What follows belongs to an exercise in optimizing a design on an open flow for small area; a production flow would make more cautious choices.
Only simulation tests tie the RTL to the original design; equivalence was not proved.
Power is estimated from default activity; no workload was simulated. The clock port is modelled as an ideal driver; clocking choices that lean on that would not hold on a real chip.

==> 12-07: inputs <==
==> flow/design.v <==
package regcon_pkg;
        typedef enum logic [2:0] {
                write    = 3'd0,
                read     = 3'd1,
                read_two = 3'd2,
                compare  = 3'd5,
                xor_op   = 3'd6,
                shift    = 3'd7
        } opcode_e;
        typedef logic [5-1:0] reg_addr_t;
        typedef logic [16-1:0] reg_word_t;
        typedef struct packed {
                logic                        pad;
                logic [4-1:0] amount;
        } shift_view_t;
        typedef union packed {
                reg_addr_t   addr;
                shift_view_t shift_view;
        } operand_u;
        typedef struct packed {
                opcode_e   opcode;
                reg_addr_t src_a;
                operand_u  src_b;
                reg_addr_t dest;
                reg_word_t data;
        } console_cmd_t;
        typedef struct packed {
                logic      valid;
                reg_word_t line1_word;
                reg_word_t line2_word;
        } display_req_t;
        typedef struct packed {
                logic      en;
                reg_addr_t addr;
                reg_word_t data;
        } reg_wr_t;
endpackage
`timescale 1ns/1ps
module register_console_top (
        input  logic                        clk,
        input  logic                        reset,
        input  logic                        rot,
        input  logic [4-1:0] bits,
        output logic [128-1:0]   line1,
        output logic [128-1:0]   line2
);
        localparam logic [3:0] CLR_N = 4'd8;
        logic       rot_prev;
        logic       busy;
        logic [2:0] fc;           
        logic [2:0] op;
        logic       cv, upd;      
        logic [4:0] A;            
        logic step, fstep, start, last;
        logic op_w, op_r, op_r2, op_c, op_x, op_s, writes;
        assign step  = rot & ~rot_prev;
        assign fstep = step & busy;
        assign start = step & ~busy & (bits[2:0] != 3'd3) & (bits[2:0] != 3'd4);
        assign op_w  = (op == 3'd0);
        assign op_r  = (op == 3'd1);
        assign op_r2 = (op == 3'd2);
        assign op_c  = (op == 3'd5);
        assign op_x  = (op == 3'd6);
        assign op_s  = (op == 3'd7);
        assign writes = ~(op_r | op_r2);
        always_comb begin
                case (op)
                        3'd1:    last = (fc == 3'd1);
                        3'd2:    last = (fc == 3'd3);
                        3'd7:    last = (fc == 3'd4);
                        default: last = (fc == 3'd5);
                endcase
        end
        always_ff @(posedge clk) begin
                if (reset) begin
                        rot_prev <= 1'b0;
                        busy     <= 1'b0;
                        cv       <= 1'b0;
                        upd      <= 1'b0;
                end else begin
                        rot_prev <= rot;
                        cv       <= fstep & last;
                        upd      <= cv;
                        if (start)
                                busy <= 1'b1;
                        else if (fstep & last)
                                busy <= 1'b0;
                end
        end
        logic a_lo, a_hi;
        always_comb begin
                if (op_w) begin
                        a_lo = (fc == 3'd0);
                        a_hi = (fc == 3'd1);
                end else if (op_s) begin
                        a_lo = (fc == 3'd0) | (fc == 3'd3);
                        a_hi = (fc == 3'd1) | (fc == 3'd4);
                end else begin
                        a_lo = ~fc[0];
                        a_hi = fc[0];
                end
        end
        always_ff @(posedge clk) begin
                if (start) begin
                        op <= bits[2:0];
                        fc <= 3'd0;
                end else if (fstep) begin
                        fc <= fc + 3'd1;
                end
                if (fstep & a_lo) A[3:0] <= bits;
                if (fstep & a_hi) A[4]   <= bits[0];
        end
        logic [31:0][15:0] ring;
        logic [4:0]  ptr;
        logic [3:0]  clr_cnt;
        logic        clr;
        logic        pv;          
        logic [4:0]  pp;          
        logic [15:0] pd;          
        logic [4:0]  q;           
        logic        rok;         
        logic        q_ok;
        logic        hit;
        logic [15:0] rd;          
        logic        wr_now;
        logic [15:0] res;
        logic [3:0]  wp;
        assign q    = A + ptr;
        assign rok  = ~q[0];
        assign clr  = (clr_cnt != CLR_N);
        assign q_ok = ({1'b0, q[2:0]} < clr_cnt);
        assign hit  = pv & (q == pp);
        logic [16:0]       rsel;
        logic [16:0][15:0] rsrc;
        logic [5:0][15:0]  rd_n;
        assign rsel[15:0] = {16{q_ok & ~hit}} & (16'd1 << q[4:1]);
        assign rsel[16]   = hit;
        for (genvar k = 0; k < 16; k++) begin : g_src
                assign rsrc[k] = ring[2*k];
        end
        assign rsrc[16] = pd;
        for (genvar g = 0; g < 5; g++) begin : g_rd
                for (genvar b = 0; b < 16; b++) begin : g_bit
                        rc_aoi222 u_aoi (
                                .a1 (rsrc[3*g][b]),   .a2 (rsel[3*g]),
                                .b1 (rsrc[3*g+1][b]), .b2 (rsel[3*g+1]),
                                .c1 (rsrc[3*g+2][b]), .c2 (rsel[3*g+2]),
                                .y  (rd_n[g][b])
                        );
                end
        end
        for (genvar b = 0; b < 16; b++) begin : g_rd5
                rc_aoi22 u_aoi (
                        .a1 (rsrc[15][b]), .a2 (rsel[15]),
                        .b1 (rsrc[16][b]), .b2 (rsel[16]),
                        .y  (rd_n[5][b])
                );
        end
        always_comb begin
                rd = 16'd0;
                for (int g = 0; g < 6; g++) rd = rd | ~rd_n[g];
        end
        for (genvar p = 0; p < 4; p++) begin : g_wp
                assign wp[p] = clr | (pv & (pp == 5'(8*p + 31)));
        end
        assign wr_now = upd & writes;
        always_ff @(posedge clk) begin
                for (int i = 1; i < 32; i++) ring[i] <= ring[i-1];
                ring[0]  <= wp[0] ? pd : ring[31];
                ring[8]  <= wp[1] ? pd : ring[7];
                ring[16] <= wp[2] ? pd : ring[15];
                ring[24] <= wp[3] ? pd : ring[23];
        end
        always_ff @(posedge clk) begin
                if (reset) begin
                        ptr     <= 5'd0;
                        clr_cnt <= 4'd0;
                        pv      <= 1'b0;
                        pd      <= 16'd0;
                end else begin
                        ptr <= ptr + 5'd1;
                        if (clr) clr_cnt <= clr_cnt + 4'd1;
                        if (wr_now) begin
                                pv <= 1'b1;
                                pd <= res;
                        end else begin
                                if (wp != 4'd0) pv <= 1'b0;
                                if (cv & op_r2) pd <= rd;
                        end
                end
                pp <= (wr_now ? q : pp) + 5'd1;
        end
        logic [15:0] T;
        logic [3:0]  amt;
        logic [3:0]  a_cur;
        logic        xd;          
        logic        tload, wdat, xop;
        assign tload = (fc == 3'd2) & rok & ~(fstep & op_w);
        assign wdat  = fstep & op_w & (fc >= 3'd2);
        assign xop   = (fc == 3'd4) & rok & (op_c | op_x) & ~xd;
        assign a_cur = (fstep & op_s & (fc == 3'd2)) ? bits : amt;
        always_ff @(posedge clk) begin
                if (start)
                        xd <= 1'b0;
                else if (xop)
                        xd <= 1'b1;
        end
        always_ff @(posedge clk) begin
                if (reset)
                        amt <= 4'd0;
                else if (tload)
                        amt <= a_cur;
                else if (a_cur[3:2] != 2'd0)
                        amt <= a_cur - 4'd4;
                else if (a_cur[1])
                        amt <= a_cur - 4'd2;
                else if (a_cur[0])
                        amt <= a_cur - 4'd1;
                else
                        amt <= a_cur;
        end
        always_ff @(posedge clk) begin
                if (tload)
                        T <= rd;
                else if (wdat)
                        T <= {bits, T[15:4]};
                else if (xop)
                        T <= T ^ rd;
                else if (a_cur[3:2] != 2'd0)
                        T <= {4'd0, T[15:4]};
                else if (a_cur[1])
                        T <= {2'd0, T[15:2]};
                else if (a_cur[0])
                        T <= {1'b0, T[15:1]};
        end
        assign res = op_c ? {15'd0, (T == 16'd0)} : T;
        logic [15:0] L1, L2;
        logic        LN;
        always_ff @(posedge clk) begin
                if (reset) begin
                        L1 <= 16'd0;
                        L2 <= 16'd0;
                        LN <= 1'b0;
                end else if (upd) begin
                        L1 <= op_r2 ? T : {11'd0, A};
                        if (op_r | op_r2)
                                L2 <= rok ? rd : (op_r ? T : pd);
                        else
                                L2 <= res;
                        LN <= 1'b1;
                end
        end
        always_comb begin
                for (int i = 0; i < 16; i++) begin
                        line1[i*8 +: 8] = {2'b00, LN, LN, 3'b000, L1[i]};
                        line2[i*8 +: 8] = {2'b00, LN, LN, 3'b000, L2[i]};
                end
        end
endmodule
module rc_aoi222 (
        input  logic a1, a2, b1, b2, c1, c2,
        output logic y
);
        assign y = ~((a1 & a2) | (b1 & b2) | (c1 & c2));
endmodule
module rc_aoi22 (
        input  logic a1, a2, b1, b2,
        output logic y
);
        assign y = ~((a1 & a2) | (b1 & b2));
endmodule
==> flow/flow/run.sh <==
#!/bin/bash
# Standard ORFS layout with these changes: the tie cell is not split per load,
# synthesis buffers are removed at floorplan, ports are buffered with buf_1,
# and CTS inserts no dummy loads.
set -euo pipefail
bash standard.sh \
  SKIP_REPAIR_TIE_FANOUT=1 \
  REMOVE_ABC_BUFFERS=1 \
  "BUFFER_PORTS_ARGS=-buffer_cell sky130_fd_sc_hd__buf_1" \
  "CTS_ARGS=-sink_clustering_enable -repair_clock_nets -dont_use_dummy_load -buf_list {sky130_fd_sc_hd__clkbuf_8 sky130_fd_sc_hd__clkbuf_16} -sink_clustering_size 24 -sink_clustering_max_diameter 90" \
  finish > standard.log 2>&1
==> flow/standard.sh <==
#!/bin/bash
# synth_recipe.tcl (not shown) runs the flow's synth.tcl, then flattens the netlist and writes it again
# the make line also repeats each setting of config.mk as NAME=value (left out here)
make -C /OpenROAD-flow-scripts/flow DESIGN_CONFIG=/design/flow/config.mk WORK_HOME=/design/flow/orfs CLKGATE_MAP_FILE= SYNTH_SCRIPT=/design/flow/synth_recipe.tcl "${@:-finish}"
==> flow/config.mk <==
export PLATFORM = sky130hd
export DESIGN_NAME = register_console_top
export DESIGN_NICKNAME = register_console_top
export VERILOG_FILES = /design/flow/design.v
export SDC_FILE = /design/flow/constraint.sdc
export NUM_CORES = 4
export LEC_CHECK = 0
export ABC_AREA = 0
export CAP_MARGIN = 20
export CORE_MARGIN = 2
export CORE_UTILIZATION = 60
export GPL_TIMING_DRIVEN = 0
export SLEW_MARGIN = 20
export SYNTH_HIERARCHICAL = 1
export SYNTH_MINIMUM_KEEP_SIZE = 0
==> flow/constraint.sdc <==
create_clock -name core_clock -period 6.0 [get_ports {clk}]
set_input_delay 1.2000 -clock core_clock [delete_from_list [all_inputs] [get_ports {clk}]]
set_output_delay 1.2000 -clock core_clock [all_outputs]
set_load 0.01 [all_outputs]
==> 10-15 (differences from 12-07) <==
--- a/flow/design.v
+++ b/flow/design.v
@@ -44,7 +44,9 @@
         output logic [128-1:0]   line1,
         output logic [128-1:0]   line2
 );
-        localparam logic [3:0] CLR_N = 4'd8;
+        localparam int P1 = 11;
+        localparam int P2 = 22;
+        localparam logic [3:0] CLR_N = 4'd11;
         logic       rot_prev;
         logic       busy;
         logic [2:0] fc;           
@@ -118,28 +120,28 @@
         logic [4:0]  pp;          
         logic [15:0] pd;          
         logic [4:0]  q;           
-        logic        rok;         
+        logic [4:0]  cdist;
         logic        q_ok;
         logic        hit;
-        logic [15:0] rd;          
+        logic [15:0] rd;
         logic        wr_now;
         logic [15:0] res;
-        logic [3:0]  wp;
-        assign q    = A + ptr;
-        assign rok  = ~q[0];
-        assign clr  = (clr_cnt != CLR_N);
-        assign q_ok = ({1'b0, q[2:0]} < clr_cnt);
-        assign hit  = pv & (q == pp);
-        logic [16:0]       rsel;
-        logic [16:0][15:0] rsrc;
-        logic [5:0][15:0]  rd_n;
-        assign rsel[15:0] = {16{q_ok & ~hit}} & (16'd1 << q[4:1]);
-        assign rsel[16]   = hit;
-        for (genvar k = 0; k < 16; k++) begin : g_src
-                assign rsrc[k] = ring[2*k];
-        end
-        assign rsrc[16] = pd;
-        for (genvar g = 0; g < 5; g++) begin : g_rd
+        logic        w0, w1, w2;
+        assign q      = A + ptr;
+        assign clr    = (clr_cnt != CLR_N);
+        always_comb begin
+                if (q >= 5'(P2))      cdist = q - 5'(P2);
+                else if (q >= 5'(P1)) cdist = q - 5'(P1);
+                else                  cdist = q;
+        end
+        assign q_ok = ({1'b0, clr_cnt} > cdist);
+        assign hit = pv & (q == pp);
+        logic [32:0]       rsel;
+        logic [32:0][15:0] rsrc;
+        logic [10:0][15:0] rd_n;
+        assign rsel = {hit, ({32{q_ok & ~hit}} & (32'd1 << q))};
+        assign rsrc = {pd, ring};
+        for (genvar g = 0; g < 11; g++) begin : g_rd
                 for (genvar b = 0; b < 16; b++) begin : g_bit
                         rc_aoi222 u_aoi (
                                 .a1 (rsrc[3*g][b]),   .a2 (rsel[3*g]),
@@ -149,27 +151,19 @@
                         );
                 end
         end
-        for (genvar b = 0; b < 16; b++) begin : g_rd5
-                rc_aoi22 u_aoi (
-                        .a1 (rsrc[15][b]), .a2 (rsel[15]),
-                        .b1 (rsrc[16][b]), .b2 (rsel[16]),
-                        .y  (rd_n[5][b])
-                );
-        end
         always_comb begin
                 rd = 16'd0;
-                for (int g = 0; g < 6; g++) rd = rd | ~rd_n[g];
-        end
-        for (genvar p = 0; p < 4; p++) begin : g_wp
-                assign wp[p] = clr | (pv & (pp == 5'(8*p + 31)));
-        end
+                for (int g = 0; g < 11; g++) rd = rd | ~rd_n[g];
+        end
+        assign w0 = clr | (pv & (pp == 5'd31));
+        assign w1 = clr | (pv & (pp == 5'(P1 - 1)));
+        assign w2 = clr | (pv & (pp == 5'(P2 - 1)));
         assign wr_now = upd & writes;
         always_ff @(posedge clk) begin
                 for (int i = 1; i < 32; i++) ring[i] <= ring[i-1];
-                ring[0]  <= wp[0] ? pd : ring[31];
-                ring[8]  <= wp[1] ? pd : ring[7];
-                ring[16] <= wp[2] ? pd : ring[15];
-                ring[24] <= wp[3] ? pd : ring[23];
+                ring[0]  <= w0 ? pd : ring[31];
+                ring[P1] <= w1 ? pd : ring[P1-1];
+                ring[P2] <= w2 ? pd : ring[P2-1];
         end
         always_ff @(posedge clk) begin
                 if (reset) begin
@@ -183,9 +177,8 @@
                         if (wr_now) begin
                                 pv <= 1'b1;
                                 pd <= res;
-                        end else begin
-                                if (wp != 4'd0) pv <= 1'b0;
-                                if (cv & op_r2) pd <= rd;
+                        end else if (w0 | w1 | w2) begin
+                                pv <= 1'b0;
                         end
                 end
                 pp <= (wr_now ? q : pp) + 5'd1;
@@ -193,44 +186,29 @@
         logic [15:0] T;
         logic [3:0]  amt;
         logic [3:0]  a_cur;
-        logic        xd;          
-        logic        tload, wdat, xop;
-        assign tload = (fc == 3'd2) & rok & ~(fstep & op_w);
+        logic        sh4, sh1, wdat;
+        assign a_cur = (fstep & op_s & (fc == 3'd2)) ? bits : amt;
         assign wdat  = fstep & op_w & (fc >= 3'd2);
-        assign xop   = (fc == 3'd4) & rok & (op_c | op_x) & ~xd;
-        assign a_cur = (fstep & op_s & (fc == 3'd2)) ? bits : amt;
-        always_ff @(posedge clk) begin
-                if (start)
-                        xd <= 1'b0;
-                else if (xop)
-                        xd <= 1'b1;
-        end
+        assign sh4   = wdat | (a_cur[3:2] != 2'd0);
+        assign sh1   = (a_cur[1:0] != 2'd0);
         always_ff @(posedge clk) begin
                 if (reset)
                         amt <= 4'd0;
-                else if (tload)
-                        amt <= a_cur;
                 else if (a_cur[3:2] != 2'd0)
                         amt <= a_cur - 4'd4;
-                else if (a_cur[1])
-                        amt <= a_cur - 4'd2;
-                else if (a_cur[0])
+                else if (a_cur[1:0] != 2'd0)
                         amt <= a_cur - 4'd1;
                 else
                         amt <= a_cur;
         end
         always_ff @(posedge clk) begin
-                if (tload)
+                if ((fc == 3'd2) & ~step)
                         T <= rd;
-                else if (wdat)
-                        T <= {bits, T[15:4]};
-                else if (xop)
+                else if (fstep & (op_c | op_x) & (fc == 3'd4))
                         T <= T ^ rd;
-                else if (a_cur[3:2] != 2'd0)
-                        T <= {4'd0, T[15:4]};
-                else if (a_cur[1])
-                        T <= {2'd0, T[15:2]};
-                else if (a_cur[0])
+                else if (sh4)
+                        T <= {wdat ? bits : 4'd0, T[15:4]};
+                else if (sh1)
                         T <= {1'b0, T[15:1]};
         end
         assign res = op_c ? {15'd0, (T == 16'd0)} : T;
@@ -243,10 +221,7 @@
                         LN <= 1'b0;
                 end else if (upd) begin
                         L1 <= op_r2 ? T : {11'd0, A};
-                        if (op_r | op_r2)
-                                L2 <= rok ? rd : (op_r ? T : pd);
-                        else
-                                L2 <= res;
+                        L2 <= (op_r | op_r2) ? rd : res;
                         LN <= 1'b1;
                 end
         end
@@ -263,9 +238,3 @@
 );
         assign y = ~((a1 & a2) | (b1 & b2) | (c1 & c2));
 endmodule
-module rc_aoi22 (
-        input  logic a1, a2, b1, b2,
-        output logic y
-);
-        assign y = ~((a1 & a2) | (b1 & b2));
-endmodule
==> flow/run.sh (new file) <==
#!/bin/bash
# synth_recipe.tcl (not shown) runs the flow's synth.tcl, then flattens the netlist and writes it again
# the make line also repeats each setting of config.mk as NAME=value (left out here)
make -C /OpenROAD-flow-scripts/flow DESIGN_CONFIG=/design/flow/config.mk WORK_HOME=/design/flow/orfs CLKGATE_MAP_FILE= SYNTH_SCRIPT=/design/flow/synth_recipe.tcl finish
Settings changed: CTS_BUF_LIST from default to sky130_fd_sc_hd__clkbuf_8 sky130_fd_sc_hd__clkbuf_16, CTS_CLUSTER_DIAMETER from default to 120, CTS_CLUSTER_SIZE from default to 30, GPL_TIMING_DRIVEN 0 to default.
removed: flow/flow/run.sh
removed: flow/standard.sh
==> 10-03 (differences from 12-07) <==
==> flow/flow/run.sh (replaced) <==
#!/bin/bash
# Standard ORFS layout with three changes: the tie cell is not split per load,
# ports are buffered with buf_1, and CTS inserts no dummy loads.
set -euo pipefail
bash standard.sh \
  SKIP_REPAIR_TIE_FANOUT=1 \
  "BUFFER_PORTS_ARGS=-buffer_cell sky130_fd_sc_hd__buf_1" \
  "CTS_ARGS=-sink_clustering_enable -repair_clock_nets -dont_use_dummy_load -buf_list {sky130_fd_sc_hd__clkbuf_8 sky130_fd_sc_hd__clkbuf_16} -sink_clustering_size 30 -sink_clustering_max_diameter 120" \
  finish > standard.log 2>&1
Settings changed: CORE_UTILIZATION 60 to 50, GPL_TIMING_DRIVEN 0 to default.
==> 07-08 (differences from 12-07) <==
==> flow/flow/run.sh (replaced) <==
#!/bin/bash
# Standard ORFS layout with three changes: the tie cell is not split per load,
# ports are buffered with buf_1, and CTS inserts no dummy loads.
set -euo pipefail
bash standard.sh \
  SKIP_REPAIR_TIE_FANOUT=1 \
  "BUFFER_PORTS_ARGS=-buffer_cell sky130_fd_sc_hd__buf_1" \
  "CTS_ARGS=-sink_clustering_enable -repair_clock_nets -dont_use_dummy_load -buf_list {sky130_fd_sc_hd__clkbuf_8 sky130_fd_sc_hd__clkbuf_16} -sink_clustering_size 30 -sink_clustering_max_diameter 120" \
  finish > standard.log 2>&1
Settings changed: CORE_UTILIZATION 60 to 70, GPL_TIMING_DRIVEN 0 to default, PLACE_DENSITY from default to 0.75.
==> run_results.csv <==
group,metric,value,unit
status,status,"timing/DRC/antenna clean",
finish,area_growth,-1.43,%
pwr,power_frac_clock,0.292,
critical_path,cp_slowest_cell,"nor2_1",
critical_path,crit_top_cell,"ha_1",
critical_path,crit_end,"T[8]",
routing,via_per_inst,6.19,
yosys,postSynthCellCount,1615,
floorplan,coreArea,0.0278,sq mm
Source of the figures above: 07-08

==> run_results.csv <==
group,metric,value,unit
status,status,"timing/DRC/antenna clean",
yosys,postSynthCellCount,1615,
finish,area_growth,2.18,%
routing,via_per_inst,5.98,
routing,wl_met3,3580,microns
critical_path,critPathMaxFanout,9,
critical_path,crit_top_cell,"xnor2_1",
pwr,power_frac_clock,0.310,
clock_network,clk_path_buf_depth,3,
floorplan,coreArea,0.0325,sq mm
critical_path,cp_slowest_cell,"o311ai_1",
critical_path,crit_end,"T[13]",
Source of the figures above: 12-07

==> run_results.csv <==
group,metric,value,unit
status,status,"timing/DRC/antenna clean",
timing,min_period,4.66,ns
floorplan,coreArea,0.0388,sq mm
finish,area_growth,-0.335,%
yosys,yosysSeqAreaShare,0.632,
clock_network,clock_latency,0.59,ns
pwr,power_frac_clock,0.294,
yosys,postSynthCellCount,1615,
critical_path,cp_slowest_cell,"xor2_1",
clock_network,cts_buffers,24,
critical_path,crit_end,"T[14]",
finish,diodes,0,
Source of the figures above: 10-03

==> run_results.csv <==
group,metric,value,unit
status,status,"timing/DRC/antenna clean",
floorplan,coreArea,0.0334,sq mm
critical_path,cp_slowest_cell,"fa_1",
critical_path,crit_end,"T[11]",
yosys,synth.area.top_cells,"dfxtp_1, a222oi_1, buf_4",
routing,dr.max_layer_used,"met4",
finish,area_growth,8.40,%
pwr,power_frac_clock,0.296,
yosys,postSynthCellCount,1680,
Source of the figures above: 10-15

separate check: timing with driven ports:
In the flow no input, the clock included, has a driving cell. The finished layouts below were timed again as built, in two steps. Step 1 (the two cells are an assumption about what drives the block):
set clk [get_ports {clk}]
set_driving_cell -lib_cell sky130_fd_sc_hd__clkbuf_16 $clk
set_driving_cell -lib_cell sky130_fd_sc_hd__buf_2 [delete_from_list [all_inputs] $clk]
Step 2 times the ports against the registers' clock, not the clock port: input delays grow and output delays shrink by t, the midpoint of the rising clock arrivals with the driver on. a / b / c = no drivers / after step 1 / after step 2; a / b = the first two.
run | t (ns) | setup WS [ns] | worst slew at a driven data input, ns | cell pins on the clock port's net
12-07 | 0.627 | 0.740 / 0.740 / 0.740 | 0.03 | 1
10-15 | 0.621 | 0.203 / 0.203 / 0.203 | 0.03 | 1
10-03 | 0.616 | 1.340 / 1.340 / 1.340 | 0.04 | 1
07-08 | 0.604 | 1.207 / 1.207 / 1.207 | 0.03 | 1
After both steps setup and hold are still met in every run listed.
